This design comes from an exercise in tuning for small area, a short achievable clock period and few clock cycles per item on the open sky130 flow, not from production work.
Where RTL was checked, it was by simulation tests only, not by an equivalence proof against the original.

==> inputs of job 2965 <==
// sic_receiver_candidate_table
module sic_receiver_candidate_table #(
	parameter int MAX_SIGNALS = sic_pkg::MaxSignals
) (
	input  logic clk,
	input  logic arst_n,
	input  logic in_valid,
	output logic in_stall,
	input  logic [1:0] op,
	input  logic [15:0] signal_id,
	input  logic [47:0] signal_power,
	input  logic [7:0] signal_channel,
	input  logic [19:0] signal_period,
	input  logic [7:0] signal_modulation,
	input  logic [47:0] end_time,
	input  logic [47:0] now,
	input  logic [47:0] noise_power,
	output logic out_valid,
	input  logic out_stall,
	output logic [3:0] status,
	output logic [3:0] stored_count,
	input  logic cfg_valid,
	output logic cfg_ready,
	input  logic [2:0] cfg_index,
	input  logic [47:0] cfg_data
);
	localparam int N = MAX_SIGNALS;
	localparam int PW = sic_pkg::PowW;
	localparam int SW = sic_pkg::SumW;
	localparam int MW = SW + 16;       
	localparam int QD = 8;
	localparam int QW = $clog2(QD);
	logic sleep_q;
	logic [7:0] chan_q, mod_q;
	logic [19:0] period_q;
	logic [PW-1:0] sens_q;
	logic [15:0] thr_q;
	logic tx_q;
	logic [15:0] tx_id_q;
	logic [N-1:0] valid_q;
	logic [N*N-1:0] ord_q;           
	logic b_v;
	logic [N-1:0] b_mask;
	logic [PW-1:0] b_noise;
	logic [15:0] b_id;
	logic [QW-1:0] b_idx;
	logic [N-1:0] w_q;               
	logic [SW-1:0] racc_q;           
	logic [15:0] ewid_q;             
	logic [QW-1:0] eidx_q;           
	logic efirst_q;                  
	logic a_v, a_m, a_last, a_first;
	logic [PW-1:0] a_p;
	logic [SW-1:0] a_r;
	logic [QW-1:0] a_idx;
  ...
==> flow/config.mk <==
export PLATFORM = sky130hd
export DESIGN_NAME = sic_receiver_candidate_table
export DESIGN_NICKNAME = sic_receiver_candidate_table
export VERILOG_FILES = /design/flow/design.v
export SDC_FILE = /design/flow/constraint.sdc
export NUM_CORES = 4
export LEC_CHECK = 0
export CAP_MARGIN = 20
export CORE_MARGIN = 2
export CORE_UTILIZATION = 40
export SLEW_MARGIN = 20
==> flow/constraint.sdc <==
create_clock -name core_clock -period 12.0 [get_ports {clk}]
set_input_delay 2.4000 -clock core_clock [delete_from_list [all_inputs] [get_ports {clk}]]
set_output_delay 2.4000 -clock core_clock [all_outputs]
set_load 0.01 [all_outputs]
run.sh (not shown) runs the stock make flow with config.mk's settings and CLKGATE_MAP_FILE= SYNTH_SCRIPT=/design/flow/synth_recipe.tcl, a recipe that flattens the netlist after the stock synthesis.
==> job 6716 (differences from job 2965) <==
--- a/flow/design.v
+++ b/flow/design.v
@@ -72,13 +72,13 @@
 	input  logic [2:0] cfg_index,
 	input  logic [47:0] cfg_data
 );
 	localparam int N = MAX_SIGNALS;
 	localparam int PW = sic_pkg::PowW;
 	localparam int SW = sic_pkg::SumW;
-	localparam int MW = SW + 16;       
+	localparam int CW = SW + 18;       
 	localparam int QD = 8;
 	localparam int QW = $clog2(QD);
 	logic sleep_q;
 	logic [7:0] chan_q, mod_q;
 	logic [19:0] period_q;
 	logic [PW-1:0] sens_q;
@@ -87,26 +87,25 @@
 	logic [15:0] tx_id_q;
 	logic [N-1:0] valid_q;
 	logic [N*N-1:0] ord_q;           
 	logic b_v;
 	logic [N-1:0] b_mask;
 	logic [PW-1:0] b_noise;
-	logic [15:0] b_id;
+	logic [N-1:0] b_match;
 	logic [QW-1:0] b_idx;
 	logic [N-1:0] w_q;               
 	logic [SW-1:0] racc_q;           
-	logic [15:0] ewid_q;             
+	logic [N-1:0] wm_q;              
 	logic [QW-1:0] eidx_q;           
 	logic efirst_q;                  
 	logic a_v, a_m, a_last, a_first;
 	logic [PW-1:0] a_p;
 	logic [SW-1:0] a_r;
 	logic [QW-1:0] a_idx;
 	logic b2_v, b2_m, b2_last, b2_first;
-	logic [PW-1:0] b2_p;
-	logic [MW-1:0] b2_s, b2_c;
+	logic [CW-1:0] b2_s, b2_c;
 	logic [QW-1:0] b2_idx;
 	logic ok_q;
 	logic [3:0] q_st [QD];
 	logic [3:0] q_cnt [QD];
 	logic [QD-1:0] q_rdy;
 	logic [QW-1:0] q_head, q_tail;
@@ -139,20 +138,25 @@
 	logic eng_free;
 	assign cfg_ready = 1'b1;
 	assign out_valid = q_rdy[q_head];
 	assign status = q_st[q_head];
 	assign stored_count = q_cnt[q_head];
 	assign take = out_valid && !out_stall;
-	assign in_stall = b_v || (q_occ == (QW+1)'(QD));
+	assign in_stall = b_v || (q_occ == (QW+1)'(QD)) || (!(&valid_q) && ((~valid_q & ~w_q) == '0));
 	assign acc = in_valid && !in_stall;
 	assign is_arr = acc && op == sic_pkg::OP_ARRIVE;
 	assign is_dec = acc && op == sic_pkg::OP_DECIDE;
 	assign is_txs = acc && op == sic_pkg::OP_TX_START;
 	assign is_txe = acc && op == sic_pkg::OP_TX_END;
 	assign dec_run = is_dec && !sleep_q && !tx_q;
-	assign dec_walk = dec_run && (live != '0);
+	logic [N-1:0] idm, lmatch;
+	for (genvar g = 0; g < N; g++) begin : g_idm
+		assign idm[g] = (s_id[g] == signal_id);
+	end
+	assign lmatch = live & idm;
+	assign dec_walk = dec_run && (lmatch != '0);
 	always_comb begin
 		if (sleep_q) arr_st = sic_pkg::ST_ASLEEP;
 		else if (tx_q) arr_st = sic_pkg::ST_TRANSMIT;
 		else if (signal_power < sens_q) arr_st = sic_pkg::ST_WEAK;
 		else if (signal_channel != chan_q) arr_st = sic_pkg::ST_CHANNEL;
 		else if (signal_period != period_q) arr_st = sic_pkg::ST_PERIOD;
@@ -198,74 +202,73 @@
 	logic [N-1:0] tail;
 	always_comb begin
 		for (int i = 0; i < N; i++)
 			tail[i] = w_q[i] & ~|(w_q & ahd[i*N +: N]);
 	end
 	logic [PW-1:0] pick_pw;
-	logic [15:0] pick_id;
 	always_comb begin
 		pick_pw = '0;
-		pick_id = '0;
-		for (int i = 0; i < N; i++) begin
-			pick_pw = pick_pw | (s_pw[i] & {PW{tail[i]}});
-			pick_id = pick_id | (s_id[i] & {16{tail[i]}});
-		end
+		for (int i = 0; i < N; i++) pick_pw = pick_pw | (s_pw[i] & {PW{tail[i]}});
 	end
-	logic [MW-1:0] csa_s, csa_c;
-	logic [MW-1:0] pp [16];
+	logic [CW-1:0] csa_s, csa_c;
+	logic [CW-1:0] pp [17];
 	for (genvar j = 0; j < 16; j++) begin : g_pp
-		assign pp[j] = thr_q[j] ? (MW'(a_r) << j) : '0;
+		assign pp[j] = thr_q[j] ? (CW'(a_r) << j) : '0;
 	end
-	logic [MW-1:0] cs_s0, cs_c0;
+	assign pp[16] = ~(CW'({a_p, 8'd0}));
+	logic [CW-1:0] cs_s0, cs_c0;
 	assign cs_s0 = pp[0] ^ pp[1] ^ pp[2];
 	assign cs_c0 = ((pp[0] & pp[1]) | (pp[0] & pp[2]) | (pp[1] & pp[2])) << 1;
-	logic [MW-1:0] cs_s1, cs_c1;
+	logic [CW-1:0] cs_s1, cs_c1;
 	assign cs_s1 = pp[3] ^ pp[4] ^ pp[5];
 	assign cs_c1 = ((pp[3] & pp[4]) | (pp[3] & pp[5]) | (pp[4] & pp[5])) << 1;
-	logic [MW-1:0] cs_s2, cs_c2;
+	logic [CW-1:0] cs_s2, cs_c2;
 	assign cs_s2 = pp[6] ^ pp[7] ^ pp[8];
 	assign cs_c2 = ((pp[6] & pp[7]) | (pp[6] & pp[8]) | (pp[7] & pp[8])) << 1;
-	logic [MW-1:0] cs_s3, cs_c3;
+	logic [CW-1:0] cs_s3, cs_c3;
 	assign cs_s3 = pp[9] ^ pp[10] ^ pp[11];
 	assign cs_c3 = ((pp[9] & pp[10]) | (pp[9] & pp[11]) | (pp[10] & pp[11])) << 1;
-	logic [MW-1:0] cs_s4, cs_c4;
+	logic [CW-1:0] cs_s4, cs_c4;
 	assign cs_s4 = pp[12] ^ pp[13] ^ pp[14];
 	assign cs_c4 = ((pp[12] & pp[13]) | (pp[12] & pp[14]) | (pp[13] & pp[14])) << 1;
-	logic [MW-1:0] cs_s5, cs_c5;
+	logic [CW-1:0] cs_s5, cs_c5;
 	assign cs_s5 = cs_s0 ^ cs_c0 ^ cs_s1;
 	assign cs_c5 = ((cs_s0 & cs_c0) | (cs_s0 & cs_s1) | (cs_c0 & cs_s1)) << 1;
-	logic [MW-1:0] cs_s6, cs_c6;
+	logic [CW-1:0] cs_s6, cs_c6;
 	assign cs_s6 = cs_c1 ^ cs_s2 ^ cs_c2;
 	assign cs_c6 = ((cs_c1 & cs_s2) | (cs_c1 & cs_c2) | (cs_s2 & cs_c2)) << 1;
-	logic [MW-1:0] cs_s7, cs_c7;
+	logic [CW-1:0] cs_s7, cs_c7;
 	assign cs_s7 = cs_s3 ^ cs_c3 ^ cs_s4;
 	assign cs_c7 = ((cs_s3 & cs_c3) | (cs_s3 & cs_s4) | (cs_c3 & cs_s4)) << 1;
-	logic [MW-1:0] cs_s8, cs_c8;
-	assign cs_s8 = cs_s5 ^ cs_c5 ^ cs_s6;
-	assign cs_c8 = ((cs_s5 & cs_c5) | (cs_s5 & cs_s6) | (cs_c5 & cs_s6)) << 1;
-	logic [MW-1:0] cs_s9, cs_c9;
-	assign cs_s9 = cs_c6 ^ cs_s7 ^ cs_c7;
-	assign cs_c9 = ((cs_c6 & cs_s7) | (cs_c6 & cs_c7) | (cs_s7 & cs_c7)) << 1;
-	logic [MW-1:0] cs_s10, cs_c10;
-	assign cs_s10 = cs_s8 ^ cs_c8 ^ cs_s9;
-	assign cs_c10 = ((cs_s8 & cs_c8) | (cs_s8 & cs_s9) | (cs_c8 & cs_s9)) << 1;
-	logic [MW-1:0] cs_s11, cs_c11;
-	assign cs_s11 = cs_c9 ^ cs_c4 ^ pp[15];
-	assign cs_c11 = ((cs_c9 & cs_c4) | (cs_c9 & pp[15]) | (cs_c4 & pp[15])) << 1;
-	logic [MW-1:0] cs_s12, cs_c12;
-	assign cs_s12 = cs_s10 ^ cs_c10 ^ cs_s11;
-	assign cs_c12 = ((cs_s10 & cs_c10) | (cs_s10 & cs_s11) | (cs_c10 & cs_s11)) << 1;
-	logic [MW-1:0] cs_s13, cs_c13;
-	assign cs_s13 = cs_s12 ^ cs_c12 ^ cs_c11;
-	assign cs_c13 = ((cs_s12 & cs_c12) | (cs_s12 & cs_c11) | (cs_c12 & cs_c11)) << 1;
-	assign csa_s = cs_s13;
-	assign csa_c = cs_c13;
-	logic [MW+1:0] diff;
+	logic [CW-1:0] cs_s8, cs_c8;
+	assign cs_s8 = cs_c4 ^ pp[15] ^ pp[16];
+	assign cs_c8 = ((cs_c4 & pp[15]) | (cs_c4 & pp[16]) | (pp[15] & pp[16])) << 1;
+	logic [CW-1:0] cs_s9, cs_c9;
+	assign cs_s9 = cs_s5 ^ cs_c5 ^ cs_s6;
+	assign cs_c9 = ((cs_s5 & cs_c5) | (cs_s5 & cs_s6) | (cs_c5 & cs_s6)) << 1;
+	logic [CW-1:0] cs_s10, cs_c10;
+	assign cs_s10 = cs_c6 ^ cs_s7 ^ cs_c7;
+	assign cs_c10 = ((cs_c6 & cs_s7) | (cs_c6 & cs_c7) | (cs_s7 & cs_c7)) << 1;
+	logic [CW-1:0] cs_s11, cs_c11;
+	assign cs_s11 = cs_s9 ^ cs_c9 ^ cs_s10;
+	assign cs_c11 = ((cs_s9 & cs_c9) | (cs_s9 & cs_s10) | (cs_c9 & cs_s10)) << 1;
+	logic [CW-1:0] cs_s12, cs_c12;
+	assign cs_s12 = cs_c10 ^ cs_s8 ^ cs_c8;
+	assign cs_c12 = ((cs_c10 & cs_s8) | (cs_c10 & cs_c8) | (cs_s8 & cs_c8)) << 1;
+	logic [CW-1:0] cs_s13, cs_c13;
+	assign cs_s13 = cs_s11 ^ cs_c11 ^ cs_s12;
+	assign cs_c13 = ((cs_s11 & cs_c11) | (cs_s11 & cs_s12) | (cs_c11 & cs_s12)) << 1;
+	logic [CW-1:0] cs_s14, cs_c14;
+	assign cs_s14 = cs_s13 ^ cs_c13 ^ cs_c12;
+	assign cs_c14 = ((cs_s13 & cs_c13) | (cs_s13 & cs_c12) | (cs_c13 & cs_c12)) << 1;
+	assign csa_s = cs_s14;
+	assign csa_c = cs_c14;
+	logic [CW-1:0] sum;
 	logic pass, ok_next;
-	assign diff = (MW+2)'({b2_p, 8'd0}) - (MW+2)'(b2_s) - (MW+2)'(b2_c);
-	assign pass = !diff[MW+1];
+	assign sum = b2_s + b2_c;
+	assign pass = sum[CW-1];
 	assign ok_next = pass && (b2_m || (!b2_first && ok_q));
 	always_ff @(posedge clk or negedge arst_n) begin
 		if (!arst_n) begin
 			sleep_q <= 1'b0; chan_q <= '0; period_q <= 20'd91; mod_q <= '0;
 			sens_q <= 48'd631; thr_q <= 16'd256;
 		end else if (cfg_valid) begin
@@ -294,13 +297,13 @@
 			end
 			if (is_txe && tx_q && tx_id_q == signal_id) tx_q <= 1'b0;
 			if (dec_run) valid_q <= live;
 			else if (is_arr && arr_ok) valid_q <= valid_q | free1;
 			if (dec_walk && !eng_free) b_v <= 1'b1;
 			else if (load_buf) b_v <= 1'b0;
-			if (load_in) w_q <= live;
+			if (load_in) w_q <= dec_walk ? live : '0;
 			else if (load_buf) w_q <= b_mask;
 			else w_q <= w_q & ~tail;
 			a_v <= (w_q != '0);
 			b2_v <= a_v;
 		end
 	end
@@ -310,28 +313,27 @@
 				if (free1[j]) ord_q[i*N+j] <= ge[i];
 				else if (free1[i]) ord_q[i*N+j] <= !ge[j];
 			end
 	end
 	always_ff @(posedge clk) begin
 		if (!b_v) begin
-			b_mask <= live; b_noise <= noise_power; b_id <= signal_id; b_idx <= q_tail;
+			b_mask <= live; b_noise <= noise_power; b_match <= lmatch; b_idx <= q_tail;
 		end
 		if (load_in) begin
-			racc_q <= SW'(noise_power); ewid_q <= signal_id; eidx_q <= q_tail; efirst_q <= 1'b1;
+			racc_q <= SW'(noise_power); wm_q <= lmatch; eidx_q <= q_tail; efirst_q <= 1'b1;
 		end else if (load_buf) begin
-			racc_q <= SW'(b_noise); ewid_q <= b_id; eidx_q <= b_idx; efirst_q <= 1'b1;
+			racc_q <= SW'(b_noise); wm_q <= b_match; eidx_q <= b_idx; efirst_q <= 1'b1;
 		end else if (w_q != '0) begin
 			racc_q <= racc_q + SW'(pick_pw); efirst_q <= 1'b0;
 		end
 		a_p <= pick_pw;
 		a_r <= racc_q;
-		a_m <= (pick_id == ewid_q);
+		a_m <= |(tail & wm_q);
 		a_last <= ((w_q & ~tail) == '0);
 		a_first <= efirst_q;
 		a_idx <= eidx_q;
-		b2_p <= a_p;
 		b2_s <= csa_s;
 		b2_c <= csa_c;
 		b2_m <= a_m;
 		b2_last <= a_last;
 		b2_first <= a_first;
 		b2_idx <= a_idx;
==> flow/config.mk (replaced) <==
export PLATFORM = sky130hd
export DESIGN_NAME = sic_receiver_candidate_table
export DESIGN_NICKNAME = sic_receiver_candidate_table
export VERILOG_FILES = /design/flow/design.v
export SDC_FILE = /design/flow/constraint.sdc
export NUM_CORES = 4
export LEC_CHECK = 0
export ABC_AREA = 1
export CAP_MARGIN = 20
export CORE_MARGIN = 2
export CORE_UTILIZATION = 40
export SETUP_SLACK_MARGIN = 5
export SLEW_MARGIN = 20
==> results_dict.tcl <==
set metrics [dict create \
    cts_buffers 171 \
    status "complete, no violations" \
    rr_endpoint "racc_q[50]" \
    worstPathRequired_ps 12460 \
    netlist.area_leader.share_pct 33.04 \
    clkPwrFrac_pct 23.8 \
]
# the run above: job 2965

==> results_dict.tcl <==
set metrics [dict create \
    status "complete, no violations" \
    yosys_most_used_dff "sky130_fd_sc_hd__edfxtp_1" \
    finalInstanceArea_sq_um 116900 \
    synth_compound_gate_area_share_pct 7.338 \
    worst_slack_ps 5334 \
    cts_buffers 176 \
    num-nonclk-inverters 2560 \
    first_pass_grt_wire_length_mm 478.0 \
    p_seq_mw 7.73 \
    netlist.area_leader.share_pct 31.74 \
    rr_endpoint "racc_q[46]" \
]
# the run above: job 6716

Testbench counts of job 2965, summed over its fixed seeds: cycles 7,379, items 4,800.
For job 6716, only the layout was checked, not whether the RTL still works.

## separate check: timing with driven ports
How much do the figures lean on ideal ports? The routed layouts below were timed once more, with nothing changed but the port constraints.
Step 1 assumes that a clkbuf_16 drives the clock port and a buf_2 every other input.
Step 2 adds t to the input delays and takes it off the output delays; t is the mean of the earliest and latest rising clock arrival at the registers after step 1. Input paths then give back, and output paths get back, about the clock's delay inside the block.
a / b / c = ideal / step 1 / step 2; a / b = the first two.
run	t (ns)	slack for setup (ns)	hold WS [ns]	pins driven straight from the clock port
job 2965	0.902	3.100 / 3.130 / 2.228	0.320 / 0.320 / 0.320	1
job 6716	0.921	5.334 / 5.344 / 4.423	0.317 / 0.317 / 0.317	1
After both steps every run listed still meets setup and hold. The setup slack of job 6716, which loses most, moves by +0.010 ns with the drivers and by -0.911 ns with both steps.
